From an optimization exercise on the open Yosys and OpenROAD flow, aimed at small area, a short achievable clock period and few clock cycles per item; shortcuts taken in it are not production practice. In this exercise RTL edits were held to simulation tests only and were not proved equivalent to the original. Power figures rest on the tool's default switching activity, not on a simulated workload.

==> run a: inputs <==
// rigid_body_drag_integrator
module rigid_body_drag_integrator (
    input  logic               i_clk,
    input  logic               i_rst_n,
    input  logic               i_in_valid,
    output logic               o_in_stall,
    input  logic [126:0]       i_in_req,
    output logic               o_out_valid,
    input  logic               i_out_stall,
    output logic [191:0]       o_out_req,
    input  logic               i_cfg_valid,
    output logic               o_cfg_ready,
    input  logic               i_cfg_index,
    input  logic [31:0]        i_cfg_data
);
Settings: LEC_CHECK=0, CAP_MARGIN=20, CORE_MARGIN=2, CORE_UTILIZATION=40, SETUP_SLACK_MARGIN=5, SLEW_MARGIN=20; clock period 13.0 ns.
run.sh (not shown) runs the stock make flow with config.mk's settings and CLKGATE_MAP_FILE= SYNTH_SCRIPT=/design/flow/synth_recipe.tcl, a recipe that flattens the netlist after the stock synthesis.
==> inputs of run b, as changes to run a <==
--- a/flow/config.mk
+++ b/flow/config.mk
@@ -7,6 +7,6 @@
 export LEC_CHECK = 0
 export CAP_MARGIN = 20
 export CORE_MARGIN = 2
-export CORE_UTILIZATION = 40
+export CORE_UTILIZATION = 50
 export SETUP_SLACK_MARGIN = 5
 export SLEW_MARGIN = 20
==> comparison table <==
metric	run b	run a
Insertion delay to the later sink of the worst-skew pair	0.84 ns	0.79 ns
Die ar.	0.221 mm^2	0.276 mm^2
Fraction of area in registers	14.4%	14.4%
Placed cell areas	0.116 mm^2	0.117 mm^2
Power per cell area	110 mW/mm^2	108 mW/mm^2
WL/cell	29.4 um	27.0 um
Total clock buffers created by CTS	90	88
Crit path to	u_dp.r_rem[68]	u_dp.r_r0[31]
Routed met2 length	209000 um	196000 um
Max-slew headroom	16.9%	14.0%
Resize count post-CTS	358	316
Comb group	8190 uW	8010 uW
Floorplan die height	470 um	525 um
Wire length after detailed routing	481000 um	459000 um
Growth of design area from synthesis to finish	14.7%	14.5%
Share of final-layout standard cells stronger than drive strength 1	10.2%	9.65%
Post-CTS setup buffer count	101	81
Fill count	19762	26507
Crit path setup slack, layout	4.96 ns	5.04 ns
Static leakage	0.0481 uW	0.0477 uW
Result of the run	no timing/DRC/antenna violations	no timing/DRC/antenna violations
Core outline area	0.217 mm^2	0.271 mm^2
Placement row count	171	191
Testbench counts of run a, summed over its fixed seeds: cycles 45,864, items 2,400.
Testbench counts of run b, summed over its fixed seeds: cycles 45,864, items 2,400.

* * *

==> inputs of job 9623 <==
Another version of the RTL of rigid_body_drag_integrator (not shown whole).
make LEC_CHECK=0 CAP_MARGIN=20 CORE_MARGIN=2 CORE_UTILIZATION=40 SETUP_SLACK_MARGIN=5 SLEW_MARGIN=20 finish   # period 13.0 ns
==> job 2361: changes against job 9623 <==
--- a/flow/design.v
+++ b/flow/design.v
@@ -3591,13 +3591,14 @@
     logic       w_abort;       
     logic       w_hold;
     logic [4:0] n_slot;
     logic       n_cur;
     logic       n_prev;
     assign w_req   = i_in_valid && !i_cfg_valid;
-    assign w_abort = r_cur && (r_slot < S_ACC) && (!i_in_valid || i_cfg_valid);
+    assign w_abort = r_cur && (((r_slot < S_ACC) && (!i_in_valid || i_cfg_valid))
+                            || ((r_slot == S_ACC) && !i_in_valid));
     assign w_hold  = r_cur && (r_slot == S_HOLD) && r_out_valid;
     always_comb begin
         n_slot = r_slot;
         n_cur  = r_cur;
         n_prev = r_prev;
         if (r_slot == S_IDLE) begin
@@ -3652,13 +3653,13 @@
     assign iss_v = r_iuse && (r_iprev ? r_prev : (r_cur && !w_abort && !w_hold));
     logic [2:0] div_en;
     logic [2:0] div_first;
     logic [1:0] w_fax;             
     assign div_en[0]    = r_cur && (r_slot >= 5'd4) && (r_slot <= 5'd13) && !w_abort;
     assign div_en[1]    = r_cur && (r_slot >= 5'd5) && (r_slot <= 5'd14) && !w_abort && !w_hold;
-    assign div_en[2]    = (r_cur && (r_slot >= 5'd10) && (r_slot <= 5'd15) && !w_hold)
+    assign div_en[2]    = (r_cur && (r_slot >= 5'd10) && (r_slot <= 5'd15) && !w_hold && !w_abort)
                        || (r_prev && (r_slot <= 5'd3));
     assign div_first[0] = r_cur && (r_slot == 5'd4);
     assign div_first[1] = r_cur && (r_slot == 5'd5);
     assign div_first[2] = r_cur && (r_slot == 5'd10);
     assign w_fax        = div_first[0] ? 2'd0 : (div_first[1] ? 2'd1 : 2'd2);
     logic [31:0] w_x;
@@ -3893,13 +3894,13 @@
             r_iuse      <= n_iuse;
             r_iprev     <= n_iprev;
             r_v1        <= iss_v;
         end
     end
     always_ff @(posedge i_clk) begin
-        if (r_slot == S_ACC && r_cur) begin
+        if (r_slot == S_ACC && r_cur && i_in_valid) begin
             r_dt <= i_in_req[126:96];
         end
         r_op1 <= r_iop;
         r_ax1 <= r_iax;
         r_fl1 <= w_fl;
         r_r0  <= w_row0[56:16];
==> qor summary <==
| item | job 9623 | job 2361 |
|---|---|---|
| Outcome | complete, no violations | complete, no violations |
| Synthesized area per cell | 8.80 um2 | 8.86 um2 |
| Fraction of area in multi-input gates | 68.8% | 68.8% |
| Mean routed wirelength per cell | 28.4 um | 29.0 um |
| Number of distinct library cells after synthesis | 103 | 107 |
| Number of setup buffers added after CTS | 215 | 223 |
| Final critical path time including I/O delays and setup | 8290 ps | 8070 ps |
| Fin cells | 14,600 | 14,500 |
| Launch point of the critical path | u_dp.r_mn[0]$_SDFFE_PN1P_ | u_dp.r_q[121]$_DFFE_PP_ |
| Standby leakage power | 48.2 nW | 48.3 nW |
| Die boundary height | 493 um | 493 um |
| First-pass DRT Iterations | 7 | 6 |
| Overall via count from detail_route | 90,900 | 90,000 |
| Share of power burned in the clock network | 14.1% | 12.6% |
| Mapped cell area | 95,600 um2 | 95,600 um2 |
| Worst clock skew on the final layout | 84.7 ps | 52.8 ps |
Testbench counts of job 9623, summed over its fixed seeds: cycles 38,736, items 2,400.
Testbench counts of job 2361, summed over its fixed seeds: cycles 38,736, items 2,400.

port drivers added, routing unchanged:
How much do the figures lean on ideal ports? The routed layouts below were timed once more, with nothing changed but the port constraints. Step 1 sets driving cells, clkbuf_16 on the clock port and buf_2 on the other inputs (assumed; they add their load-dependent delay and slew). Step 2, shift: input delay + t, output delay - t, t = (earliest + latest rising clock arrival at the registers) / 2. This alone moves slack from input paths to output paths. Three values: ideal, step 1, step 2; two values: the first two.
| run | t, ns | setup WS [ns] | worst setup path at the end |
|---|---|---|---|
| run a | 0.837 | 5.036 / 5.036 / 4.304 | input to register |
| run b | 0.890 | 4.956 / 4.956 / 4.469 | input to register |
| job 9623 | 0.848 | 4.705 / 4.705 / 4.314 | input to register |
| job 2361 | 0.833 | 4.930 / 4.930 / 4.618 | input to register |
After both steps every run listed still meets setup and hold. The setup slack of run a, which loses most, moves by 0.000 ns with the drivers and by -0.732 ns with both steps.
